Background: an optimization exercise with open tools, aiming at small area, a short achievable clock period and few clock cycles per item. Do not read the settings as production practice.
The RTL was checked by simulation tests, not by an equivalence proof against the original design.

==> flow/design.v (excerpt) <==
module cmplx_mult_stream #(
  parameter int W     = 16,
  parameter int FRAC  = 15,
  parameter int FRAME = 16,
  parameter int ROUND = 1
) (
  input  logic                    clk,
  input  logic                    rst_n,
  input  logic                    clear,
  output logic                    ovf,
  input  logic                    in_valid,
  output logic                    in_ready,
  input  logic signed [W-1:0]     a_re,
  input  logic signed [W-1:0]     a_im,
  input  logic signed [W-1:0]     b_re,
  input  logic signed [W-1:0]     b_im,
  input  logic                    conj_b,
  output logic                    out_valid,
  input  logic                    out_ready,
  output logic signed [W-1:0]     p_re,
  output logic signed [W-1:0]     p_im,
  output logic [$clog2(FRAME)-1:0] p_idx,
  output logic                    p_last
);
  logic adv;         
  logic accept;
  logic ov;          
  logic take;
  logic [2:0] vld;    
  assign take   = ov & out_ready;
  assign accept = in_valid & adv;
  logic pend;    
  logic [0:0] idx_cur;
  assign idx_cur = pend | clear;
  logic [15:0] ar, ai;
  logic [7:0] br_one, br_two, br_neg, bi_one, bi_two, bi_nre, bi_nim;
  logic [0:0] idx_r [0:2];
  logic [7:0] e_br_one, e_br_two, e_br_neg, e_bi_one, e_bi_two, e_bi_nim;
  assign e_br_one[0] = b_re[0] ^ 1'b0;
  assign e_br_two[0] = (b_re[1] & ~b_re[0] & ~1'b0) | (~b_re[1] & b_re[0] & 1'b0);
  assign e_br_neg[0] = b_re[1];
  assign e_br_one[1] = b_re[2] ^ b_re[1];
  assign e_br_two[1] = (b_re[3] & ~b_re[2] & ~b_re[1]) | (~b_re[3] & b_re[2] & b_re[1]);
  assign e_br_neg[1] = b_re[3];
  assign e_br_one[2] = b_re[4] ^ b_re[3];
  assign e_br_two[2] = (b_re[5] & ~b_re[4] & ~b_re[3]) | (~b_re[5] & b_re[4] & b_re[3]);
  assign e_br_neg[2] = b_re[5];
  assign e_br_one[3] = b_re[6] ^ b_re[5];
  assign e_br_two[3] = (b_re[7] & ~b_re[6] & ~b_re[5]) | (~b_re[7] & b_re[6] & b_re[5]);
  ...
Size: ~2700 cells after synthesis, ~110 I/O pins, roughly 32000 sq um of cells after synthesis.
==> flow/config.mk <==
export PLATFORM = sky130hd
export DESIGN_NAME = cmplx_mult_stream
export DESIGN_NICKNAME = cmplx_mult_stream
export VERILOG_FILES = /design/flow/design.v
export SDC_FILE = /design/flow/constraint.sdc
export NUM_CORES = 4
export LEC_CHECK = 0
export CAP_MARGIN = 20
export CORE_MARGIN = 2
export CORE_UTILIZATION = 40
export CTS_BUF_LIST = sky130_fd_sc_hd__clkbuf_4 sky130_fd_sc_hd__clkbuf_8
export SETUP_SLACK_MARGIN = 5
export SLEW_MARGIN = 20
export TNS_END_PERCENT = 0
==> flow/constraint.sdc <==
create_clock -name core_clock -period 8.5 [get_ports {clk}]
set_input_delay 1.7000 -clock core_clock [delete_from_list [all_inputs] [get_ports {clk}]]
set_output_delay 1.7000 -clock core_clock [all_outputs]
set_load 0.01 [all_outputs]
standard.sh (not shown) runs the stock make flow with config.mk's settings and CLKGATE_MAP_FILE= SYNTH_SCRIPT=/design/flow/synth_recipe.tcl, a recipe that flattens the netlist after the stock synthesis.
==> flow/flow/run.sh <==
#!/bin/bash
# Standard ORFS layout, with one extra step between synthesis and floorplan:
# flow/fapol.py re-chooses the polarity of each full adder (a full adder is
# self-dual) and of each xor/xnor gate to remove the inverters that synthesis
# leaves between them. Registers are not touched.
set -euo pipefail
W=$PWD
R=$W/orfs/results/sky130hd/cmplx_mult_stream/base
# 1. the standard synthesis, unchanged
bash standard.sh "$R/1_2_yosys.v" > synth.log 2>&1
# 2. inverter clean-up on the synthesized netlist
cp "$R/1_2_yosys.v" "$W/1_2_yosys_standard.v"
python3 flow/fapol.py "$W/1_2_yosys_standard.v" "$R/1_2_yosys.v" > fapol.log 2>&1
# 3. the rest of the standard flow; the port buffers are plain buf_1 cells
#    (repair_timing resizes them where timing needs it)
BUFFER_PORTS_ARGS="-buffer_cell sky130_fd_sc_hd__buf_1" bash standard.sh > layout.log 2>&1
Other scripts of this flow, unchanged in this note and not shown: flow/flow/fapol.py
Testbench counts at the start, summed over its fixed seeds: cycles 16,024, items 16,000.
Edit:
Settings changed: TNS_END_PERCENT 0 to 10.
The changed run completed with no timing, DRC or antenna violations.
Register-to-register slack loses 0.03 ns.
Die area does not change.
Maximum frequency fell by 0.78%.
Global-route usage rose by 0.43 points.
Worst setup slack loses 0.031 ns.
Sequential share of layout area fell by 0.59 points.
Wire length rose by 2.2%.
Critical path depth rose by 1.
Area after synthesis is unchanged.

Starting RTL as in the previous note.
// cmplx_mult_stream
module cmplx_mult_stream #(
  parameter int W     = 16,
  parameter int FRAC  = 15,
  parameter int FRAME = 16,
  parameter int ROUND = 1
) (
  input  logic                    clk,
  input  logic                    rst_n,
  input  logic                    clear,
  output logic                    ovf,
  input  logic                    in_valid,
  output logic                    in_ready,
  input  logic signed [W-1:0]     a_re,
  input  logic signed [W-1:0]     a_im,
  input  logic signed [W-1:0]     b_re,
  input  logic signed [W-1:0]     b_im,
  input  logic                    conj_b,
  output logic                    out_valid,
  input  logic                    out_ready,
  output logic signed [W-1:0]     p_re,
  output logic signed [W-1:0]     p_im,
  output logic [$clog2(FRAME)-1:0] p_idx,
  output logic                    p_last
);
Settings: LEC_CHECK=0, CAP_MARGIN=20, CORE_MARGIN=2, CORE_UTILIZATION=55, CTS_BUF_LIST=sky130_fd_sc_hd__clkbuf_4 sky130_fd_sc_hd__clkbuf_8, PLACE_DENSITY=0.66, SETUP_SLACK_MARGIN=5, SLEW_MARGIN=20, TNS_END_PERCENT=0; clock period 8.5 ns.
Scripts as last shown in full above: flow/flow/run.sh
Other scripts of this flow, unchanged in this note and not shown: flow/flow/fapol.py
Testbench counts at the start, summed over its fixed seeds: cycles 16,024, items 16,000.
Edit:
Settings changed: CORE_UTILIZATION 55 to 50, CTS_BUF_LIST sky130_fd_sc_hd__clkbuf_4 sky130_fd_sc_hd__clkbuf_8 to sky130_fd_sc_hd__clkbuf_2 sky130_fd_sc_hd__clkbuf_4, PLACE_DENSITY 0.66 to 0.62.
- utilization falls by 5.3 points
- flip-flop and latch count is unchanged
- routed wire length rises by 2.4%

## separate check: timing with driven ports
How much do the figures lean on ideal ports? The routed layouts below were timed once more, with nothing changed but the port constraints.
Step 1: set_driving_cell puts a clkbuf_16 on clk and a buf_2 on each other input, an assumption about the parent block.
Step 2 adds t to the input delays and takes it off the output delays; t is the mean of the earliest and latest rising clock arrival at the registers after step 1. Input paths then give back, and output paths get back, about the clock's delay inside the block.
a / b / c = no drivers / after step 1 / after step 2; a / b = the first two.
run	t (ns)	slack for setup (ns)	cell pins on the clock port's net
the first run of note 1	0.712	4.533 / 4.533 / 4.081	1
the second run of note 1	0.719	4.501 / 4.501 / 4.066	1
the first run of note 2	0.714	4.509 / 4.509 / 4.369	1
the second run of note 2	0.903	4.574 / 4.549 / 4.077	1
After both steps setup and hold are still met in every run listed. The setup slack of the second run of note 2, which loses most, moves by -0.025 ns with the drivers and by -0.497 ns with both steps.
